What follows belongs to an exercise in optimizing a design on an open flow for small area; a production flow would make more cautious choices. Function was checked by simulation only, so behaviour that the tests miss may differ from the original. Power and IR drop assume default switching activity.

### flow/design.v
package perf_pkg;
  localparam int unsigned NUM_EXT_EVENTS = 2;
  localparam int unsigned NUM_INT_EVENTS = 6;
  localparam int unsigned NUM_HPM        = NUM_INT_EVENTS + NUM_EXT_EVENTS;
  localparam int unsigned NUM_COUNTERS   = 3 + NUM_HPM;
  localparam int unsigned CNT_IDX_W      = $clog2(NUM_COUNTERS);
  localparam int unsigned HPM_WIDTH  = 40;
  localparam int unsigned WIDE_WIDTH = 64;
  typedef logic [HPM_WIDTH-1:0]  hpm_cnt_t;
  typedef logic [WIDE_WIDTH-1:0] wide_cnt_t;
  localparam int unsigned SLOT_MCYCLE   = 0;
  localparam int unsigned SLOT_TIME     = 1;
  localparam int unsigned SLOT_MINSTRET = 2;
  localparam int unsigned HPM_BASE      = 3;
  localparam int unsigned EV_IMISS        = HPM_BASE;
  localparam int unsigned EV_LOAD         = HPM_BASE + 1;
  localparam int unsigned EV_STORE        = HPM_BASE + 2;
  localparam int unsigned EV_JUMP         = HPM_BASE + 3;
  localparam int unsigned EV_BRANCH       = HPM_BASE + 4;
  localparam int unsigned EV_BRANCH_TAKEN = HPM_BASE + 5;
  localparam int unsigned EV_EXT_BASE     = HPM_BASE + NUM_INT_EVENTS;
endpackage
package csr_pkg;
  localparam int unsigned CSR_ADDR_W = 12;
  typedef enum logic [1:0] {
    CSR_READ  = 2'b00,
    CSR_WRITE = 2'b01,
    CSR_SET   = 2'b10,
    CSR_CLEAR = 2'b11
  } csr_op_t;
  localparam logic [CSR_ADDR_W-1:0] CSR_MCOUNTINHIBIT = 12'h320;
  localparam logic [CSR_ADDR_W-1:0] CSR_MCYCLE = 12'hB00;
  localparam logic [CSR_ADDR_W-1:0] CSR_MCYCLEH = 12'hB80;
endpackage
`timescale 1ns/1ps
module perf_event_decode (
  input  logic                                clk_i,
  input  logic                                rst_ni,
  input  logic                                instr_ret_i,
  input  logic                                imiss_i,
  input  logic                                jump_i,
  input  logic                                branch_i,
  input  logic                                branch_taken_i,
  input  logic [perf_pkg::NUM_EXT_EVENTS-1:0] ext_event_i,
  input  logic                                data_req_i,
  input  logic                                data_gnt_i,
  input  logic                                data_we_i,
  input  logic [perf_pkg::NUM_COUNTERS-1:0]   inhibit_i,
  output logic [perf_pkg::NUM_COUNTERS-1:0]   inc_o
);
  logic [perf_pkg::NUM_COUNTERS-1:0] events;
  logic                              data_xfer;
  assign data_xfer = data_req_i & data_gnt_i;
  always_comb begin
    events = '0;
    events[perf_pkg::SLOT_MCYCLE]     = 1'b1;
    events[perf_pkg::SLOT_MINSTRET]   = instr_ret_i;
    events[perf_pkg::EV_IMISS]        = imiss_i;
    events[perf_pkg::EV_LOAD]         = data_xfer & ~data_we_i;
    events[perf_pkg::EV_STORE]        = data_xfer & data_we_i;
    events[perf_pkg::EV_JUMP]         = jump_i;
    events[perf_pkg::EV_BRANCH]       = branch_i;
    events[perf_pkg::EV_BRANCH_TAKEN] = branch_taken_i;
    events[perf_pkg::EV_EXT_BASE +: perf_pkg::NUM_EXT_EVENTS] = ext_event_i;
  end
  always_ff @(posedge clk_i or negedge rst_ni) begin
    if (!rst_ni) begin
      inc_o <= '0;
    end else begin
      inc_o <= events & ~inhibit_i;
    end
  end
endmodule
`timescale 1ns/1ps
module perf_counter #(
  parameter int unsigned W = perf_pkg::WIDE_WIDTH
) (
  input  logic        clk_i,
  input  logic        rst_ni,
  input  logic        inc_i,
  input  logic        we_lo_i,
  input  logic        we_hi_i,
  input  logic [31:0] wdata_i,
  output logic [W-1:0] count_o
);
  logic [W-1:0]                    count_q;
  logic [perf_pkg::WIDE_WIDTH-1:0] wr_ext;
  always_comb begin
    wr_ext = perf_pkg::WIDE_WIDTH'(count_q);
    if (we_lo_i) begin
      wr_ext[31:0] = wdata_i;
    end
    if (we_hi_i) begin
      wr_ext[63:32] = wdata_i;
    end
  end
  always_ff @(posedge clk_i or negedge rst_ni) begin
    if (!rst_ni) begin
      count_q <= '0;
    end else if (we_lo_i || we_hi_i) begin
      count_q <= wr_ext[W-1:0];
    end else if (inc_i) begin
      count_q <= count_q + 1'b1;
    end
  end
  assign count_o = count_q;
endmodule
`timescale 1ns/1ps
module perf_csr_file (
  input  logic                                 clk_i,
  input  logic                                 rst_ni,
  input  logic                                 csr_access_i,
  input  logic [csr_pkg::CSR_ADDR_W-1:0]       csr_addr_i,
  input  csr_pkg::csr_op_t                     csr_op_i,
  input  logic [31:0]                          csr_wdata_i,
  output logic [31:0]                          csr_rdata_o,
  output logic                                 csr_illegal_o,
  input  logic [perf_pkg::NUM_COUNTERS-1:0][perf_pkg::WIDE_WIDTH-1:0] count_i,
  output logic [perf_pkg::NUM_COUNTERS-1:0]    inhibit_o,
  output logic [perf_pkg::NUM_COUNTERS-1:0]    cnt_we_lo_o,
  output logic [perf_pkg::NUM_COUNTERS-1:0]    cnt_we_hi_o,
  output logic [31:0]                          cnt_wdata_o
);
  logic [csr_pkg::CSR_ADDR_W-1:0]    lo_offset;
  logic [csr_pkg::CSR_ADDR_W-1:0]    hi_offset;
  logic                              sel_inhibit;
  logic                              sel_lo;
  logic                              sel_hi;
  logic                              legal;
  logic [perf_pkg::CNT_IDX_W-1:0]    idx;
  logic [perf_pkg::NUM_COUNTERS-1:0] slot_sel;
  logic [31:0]                       old_val;
  logic [31:0]                       new_val;
  logic                              do_write;
  logic [perf_pkg::NUM_COUNTERS-1:0] inhibit_q;
  assign lo_offset = csr_addr_i - csr_pkg::CSR_MCYCLE;
  assign hi_offset = csr_addr_i - csr_pkg::CSR_MCYCLEH;
  assign sel_inhibit = (csr_addr_i == csr_pkg::CSR_MCOUNTINHIBIT);
  assign sel_lo      = (lo_offset < perf_pkg::NUM_COUNTERS);
  assign sel_hi      = (hi_offset < perf_pkg::NUM_COUNTERS);
  assign legal       = sel_inhibit | sel_lo | sel_hi;
  assign idx = csr_addr_i[perf_pkg::CNT_IDX_W-1:0];
  always_comb begin
    slot_sel = '0;
    for (int unsigned k = 0; k < perf_pkg::NUM_COUNTERS; k++) begin
      slot_sel[k] = (idx == k) && (k != perf_pkg::SLOT_TIME);
    end
  end
  always_comb begin
    old_val = '0;
    if (sel_inhibit) begin
      old_val = 32'(inhibit_q);
    end else if (sel_lo) begin
      old_val = count_i[idx][31:0];
    end else if (sel_hi) begin
      old_val = count_i[idx][63:32];
    end
  end
  assign csr_rdata_o   = old_val;
  assign csr_illegal_o = csr_access_i & ~legal;
  always_comb begin
    unique case (csr_op_i)
      csr_pkg::CSR_WRITE: new_val = csr_wdata_i;
      csr_pkg::CSR_SET:   new_val = old_val | csr_wdata_i;
      csr_pkg::CSR_CLEAR: new_val = old_val & ~csr_wdata_i;
      default:            new_val = old_val;
    endcase
  end
  assign do_write = csr_access_i && legal && (csr_op_i != csr_pkg::CSR_READ);
  assign cnt_we_lo_o = (do_write && sel_lo) ? slot_sel : '0;
  assign cnt_we_hi_o = (do_write && sel_hi) ? slot_sel : '0;
  assign cnt_wdata_o = new_val;
  always_ff @(posedge clk_i or negedge rst_ni) begin
    if (!rst_ni) begin
      inhibit_q <= '0;
    end else if (do_write && sel_inhibit) begin
      inhibit_q                      <= new_val[perf_pkg::NUM_COUNTERS-1:0];
      inhibit_q[perf_pkg::SLOT_TIME] <= 1'b0;
    end
  end
  assign inhibit_o = inhibit_q;
endmodule
`timescale 1ns/1ps
module perf_monitor_top (
  input  logic                                clk_i,
  input  logic                                rst_ni,
  input  logic                                instr_ret_i,
  input  logic                                imiss_i,
  input  logic                                jump_i,
  input  logic                                branch_i,
  input  logic                                branch_taken_i,
  input  logic [perf_pkg::NUM_EXT_EVENTS-1:0] ext_event_i,
  input  logic                                data_req_i,
  input  logic                                data_gnt_i,
  input  logic                                data_we_i,
  input  logic                                csr_access_i,
  input  logic [csr_pkg::CSR_ADDR_W-1:0]      csr_addr_i,
  input  csr_pkg::csr_op_t                    csr_op_i,
  input  logic [31:0]                         csr_wdata_i,
  output logic [31:0]                         csr_rdata_o,
  output logic                                csr_illegal_o
);
  logic [perf_pkg::NUM_COUNTERS-1:0]                          inc;
  logic [perf_pkg::NUM_COUNTERS-1:0]                          inhibit;
  logic [perf_pkg::NUM_COUNTERS-1:0]                          cnt_we_lo;
  logic [perf_pkg::NUM_COUNTERS-1:0]                          cnt_we_hi;
  logic [31:0]                                                cnt_wdata;
  logic [perf_pkg::NUM_COUNTERS-1:0][perf_pkg::WIDE_WIDTH-1:0] count;
  perf_event_decode u_decode (
    .clk_i          ( clk_i          ),
    .rst_ni         ( rst_ni         ),
    .instr_ret_i    ( instr_ret_i    ),
    .imiss_i        ( imiss_i        ),
    .jump_i         ( jump_i         ),
    .branch_i       ( branch_i       ),
    .branch_taken_i ( branch_taken_i ),
    .ext_event_i    ( ext_event_i    ),
    .data_req_i     ( data_req_i     ),
    .data_gnt_i     ( data_gnt_i     ),
    .data_we_i      ( data_we_i      ),
    .inhibit_i      ( inhibit        ),
    .inc_o          ( inc            )
  );
  perf_counter #(
    .W ( perf_pkg::WIDE_WIDTH )
  ) u_mcycle (
    .clk_i   ( clk_i                            ),
    .rst_ni  ( rst_ni                           ),
    .inc_i   ( inc[perf_pkg::SLOT_MCYCLE]       ),
    .we_lo_i ( cnt_we_lo[perf_pkg::SLOT_MCYCLE] ),
    .we_hi_i ( cnt_we_hi[perf_pkg::SLOT_MCYCLE] ),
    .wdata_i ( cnt_wdata                        ),
    .count_o ( count[perf_pkg::SLOT_MCYCLE]     )
  );
  assign count[perf_pkg::SLOT_TIME] = '0;
  perf_counter #(
    .W ( perf_pkg::WIDE_WIDTH )
  ) u_minstret (
    .clk_i   ( clk_i                              ),
    .rst_ni  ( rst_ni                             ),
    .inc_i   ( inc[perf_pkg::SLOT_MINSTRET]       ),
    .we_lo_i ( cnt_we_lo[perf_pkg::SLOT_MINSTRET] ),
    .we_hi_i ( cnt_we_hi[perf_pkg::SLOT_MINSTRET] ),
    .wdata_i ( cnt_wdata                          ),
    .count_o ( count[perf_pkg::SLOT_MINSTRET]     )
  );
  for (genvar k = 0; k < perf_pkg::NUM_HPM; k++) begin : g_hpm
    perf_pkg::hpm_cnt_t hpm_count;
    perf_counter #(
      .W ( perf_pkg::HPM_WIDTH )
    ) u_hpm (
      .clk_i   ( clk_i                          ),
      .rst_ni  ( rst_ni                         ),
      .inc_i   ( inc[perf_pkg::HPM_BASE + k]       ),
      .we_lo_i ( cnt_we_lo[perf_pkg::HPM_BASE + k] ),
      .we_hi_i ( cnt_we_hi[perf_pkg::HPM_BASE + k] ),
      .wdata_i ( cnt_wdata                      ),
      .count_o ( hpm_count                      )
    );
    assign count[perf_pkg::HPM_BASE + k] =
      {{(perf_pkg::WIDE_WIDTH - perf_pkg::HPM_WIDTH){1'b0}}, hpm_count};
  end
  perf_csr_file u_csr (
    .clk_i         ( clk_i         ),
    .rst_ni        ( rst_ni        ),
    .csr_access_i  ( csr_access_i  ),
    .csr_addr_i    ( csr_addr_i    ),
    .csr_op_i      ( csr_op_i      ),
    .csr_wdata_i   ( csr_wdata_i   ),
    .csr_rdata_o   ( csr_rdata_o   ),
    .csr_illegal_o ( csr_illegal_o ),
    .count_i       ( count         ),
    .inhibit_o     ( inhibit       ),
    .cnt_we_lo_o   ( cnt_we_lo     ),
    .cnt_we_hi_o   ( cnt_we_hi     ),
    .cnt_wdata_o   ( cnt_wdata     )
  );
endmodule
### flow/run.sh
#!/bin/bash
# synth_recipe.tcl (not shown) runs the flow's synth.tcl, then flattens the netlist and writes it again
# the make line also repeats each setting of config.mk as NAME=value (left out here)
make -C /OpenROAD-flow-scripts/flow DESIGN_CONFIG=/design/flow/config.mk WORK_HOME=/design/flow/orfs CLKGATE_MAP_FILE= SYNTH_SCRIPT=/design/flow/synth_recipe.tcl finish
### flow/config.mk
export PLATFORM = sky130hd
export DESIGN_NAME = perf_monitor_top
export DESIGN_NICKNAME = perf_monitor_top
export VERILOG_FILES = /design/flow/design.v
export SDC_FILE = /design/flow/constraint.sdc
export NUM_CORES = 4
export LEC_CHECK = 0
export CAP_MARGIN = 20
export CORE_MARGIN = 2
export CORE_UTILIZATION = 40
export SLEW_MARGIN = 20
### flow/constraint.sdc
create_clock -name core_clock -period 8.0 [get_ports {clk_i}]
set_input_delay 1.6000 -clock core_clock [delete_from_list [all_inputs] [get_ports {clk_i}]]
set_output_delay 1.6000 -clock core_clock [all_outputs]
set_load 0.01 [all_outputs]
==> reports/metrics.cfg <==
[run_status]
status=timing/DRC/antenna clean

[floorplan]
coreArea_mm2=0.08198
fp-row-count=105
num_io_pins=92
fp.dieW_um=291.7
start_util_pct=40.38
die_area_mm2=0.08508
dieHeight_um=291.7

[routing]
num_vias=37360
drt_iter0_drc=6032
firstDrtPassIters=7
viasPerCell=7.297
wirelength_um=177500
final_antenna_net_count=0
wl_per_cell_um=34.67
drcViolationCount=0

[timing]
hold_viol=0
worstMarginPinSlew_ns=1.275
drv_slew=0
rsz0062_at_grt=false
period_share_pct=85.15
max_slew_margin_pct=13.81
period_minus_slack_ns=6.812
max_freq_mhz=146.8
skew_ns=0.02706
setup_tns_ns=0
worst_slack_ns=1.188
finalSetupViolCount=0

[placed_design]
dpl.hpwl_um=125200
place.gp.congestion=1.062
dpl_worst_slack_ns=1.405
portBuffers=91
placed_area_mm2=0.03527

[power_and_ir_drop]
power.density_mw_per_mm2=177.1
power_mw=6.591
leakage_nw=13.96
ir_worst_vdd_uv=163.7

[clock_tree]
cts_sinks=468
cts_max_path_buffers=3
cts_tree=done
clock-root-buffer=clkbuf_16
hold_buffers=0
cts_resized=0
clock_latency_ns=0.66
cts_setup_buffers=0
cts.clk_slew.worst_paths_ns=0.05
htreeDepth=2
cts-buffers-inserted=58

[synth]
synth_top_area_share_pct=35.37
syn_area_mm2=0.03311
yosys_warnings=4
synthArstFlopShare_pct=100.0
synth_edf_count=0
synth_cells=4039
synth_nets=4109
yosys.area.top_type=dfrtp_1
ys_seq_area_share_pct=35.37
avgSynthCellArea_um2=8.197
synth_cell_type_count=91
synth_area_leaders=dfrtp_1 35%, a21oi_1 6.7%, o21ai_0 5.4%
ys_ff_latch=468
synth_ff_type=dfrtp_1

[layout]
stdcell_area_mm2=0.03722
layout-drive-gt1-share_pct=10.17
finalNetCount=4064
layout_commonest_cell=dfrtp_1
final_cell_mix=468 x dfrtp_1, 427 x a21oi_1, 350 x nand2_1
syn_to_final_growth_pct=12.41

[setup_path]
crit_top_cell=clkdlybuf4s50_1
crit_path_cell_trace=clkdlybuf4s50_1 -> buf_4 -> nand2b_1 -> nor3_1 -> nand2_1 -> o21ai_0 -> clkdlybuf4s50_1
cp_num_buf_inv=3
crit_path_start_kind=input port
critical_path.max_stage_delay_ns=0.78
worst_setup_path_end_kind=output pin
crit_path_top_delay_cell=o21ai_0
worstSetupPathType=in -> out
worstPathMaxFanout=28
required_ns=6.40
crit_arrival_ns=5.21
crit_family=buffers and inverters

[grt]
grt_pass1_vias=33760
grt_usage_pct=40.46
grt_pass1_wl_um=251600
grt.overflow.total=0
grt_max_degree=136
antenna_found_initial=18

[hold_path]
hold_class=reg -> reg

[run]
cap_violations=0

==> power by group <==
group          switching [mW]  total (mW)  internal, mW
combinational           0.720        1.04         0.320
clock                    1.15        2.72          1.57
sequential              0.323        2.83          2.51
==> area by class of cell <==
type,instances,area (µm²)
inverters,62,232.7
clock buffers,86,1677
diodes,9,22.52
flip-flops and latches,468,11710
well taps,1070,1339
multi-input cells,3196,20180
fillers,8234,44760
repair buffers,208,1823
clock inverters,21,229.0
==> flip-flops by register name, indices dropped and copies added (netlist names) <==
name	cells
g_hpm.u_hpm.count_q	320
u_csr.inhibit_q	10
u_decode.inc_o	10
u_mcycle.count_q	64
u_minstret.count_q	64
==> tightest hold or removal path, delay by kind of cell (launching register included) <==
family / cells / cell delay [ns]
and+or+nand+nor: 1 / 0.06
AOI/OAI and AO/OA: 1 / 0.07
DFF: 1 / 0.38
==> layer usage <==
metal,global-route usage [%],up-vias,wire (µm)
met2,57.89,2803,73020
met1,54.57,18280,68600
li1,-,15650,-
met4,26.15,8,14010
met3,9.598,616,21820
met5,0,-,53
==> per-stage QoR <==
step                      utilization (%)  hold slack (ns)  cells
after floorplan                         -           0.4169   4039
after global routing                45.39           0.5698   5117
final                               45.40           0.5495   5120
after detailed placement            43.02           0.5290   5004
after global placement              43.00           0.5251   5003
after CTS                           45.35           0.5415   5111
==> kinds of logic after synthesis <==
| kind of cell | count (synthesis) | synth area share [%] |
|---|---|---|
| XOR/XNOR | 23 | 0.6085 |
| AND/OR/NAND/NOR | 1480 | 23.66 |
| adder cells (fa/ha/maj) | 11 | 0.4157 |
| multiplexers | 147 | 5.779 |
| AO/OA/AOI/OAI | 1535 | 29.66 |
| flip-flops | 468 | 35.37 |
| buffers and inverters | 375 | 4.505 |
==> final timing paths <==
check	start	to	slack, ns	depth (start not counted)
worst max-delay path	csr_addr_i[3]	csr_rdata_o[17]	1.19	7
worst min-delay path	g_hpm[3].u_hpm.count_q[12]	g_hpm[3].u_hpm.count_q[12]	0.55	2
worst max register to register	u_mcycle.count_q[36]	u_csr.inhibit_q[4]	4.24	8
worst min register to register	g_hpm[3].u_hpm.count_q[12]	g_hpm[3].u_hpm.count_q[12]	0.55	2
max in group asynchronous	rst_ni	u_mcycle.count_q[19]	5.50	2
min in group asynchronous	rst_ni	g_hpm[7].u_hpm.count_q[8]	1.02	1
==> synth_stat cells (12+ instances only) <==
master / instances
nand3b_1: 20
a221o_1: 18
o22ai_1: 80
nor3b_1: 12
a22oi_1: 46
a22o_1: 15
o211a_1: 30
a211oi_1: 66
nand2b_1: 33
mux4_2: 29
nor2_1: 226
nand4_1: 120
a32oi_1: 14
o211ai_1: 71
nor4_1: 80
inv_1: 62
a21oi_1: 442
a31oi_1: 50
and4_1: 39
clkbuf_1: 249
o221ai_1: 99
a221oi_1: 67
nand2_1: 353
mux2_2: 63
o21ai_0: 359
mux2i_1: 55
nor3_1: 92
nand4b_1: 30
xnor2_1: 23
and2_1: 42
nor2b_1: 22
or4_1: 17
nor4b_1: 17
nand3_1: 201
buf_2: 45
buf_1: 13
or3_1: 42
o21ai_1: 17
a21o_1: 42
dfrtp_1: 468
and3_1: 100

-- afterwards: timing with drivers on the ports --
The flow's constraints put no driver on any port. The routed layout listed below was extracted and timed again, unchanged, in two steps. Step 1, drivers: a clkbuf_16 drives clk_i and a buf_2 each remaining input, both assumed. Step 2 also shifts input and output timing later by t, the mid clock arrival at the registers, as if the neighbouring blocks saw the same clock. Slacks: no drivers / after step 1 / after step 2; pairs: no drivers / after step 1.
shift t [ns]: 0.712
setup slack, ns: 1.188 / 1.136 / 1.136
hold slack, ns: 0.549 / 0.549 / 0.549
worst register clock-pin slew, ns: 0.07 / 0.07
cell pins on the clock port's net: 1
After both steps setup and hold are still met in this run. The setup slack of this run moves by -0.052 ns with the drivers and by -0.052 ns with both steps.
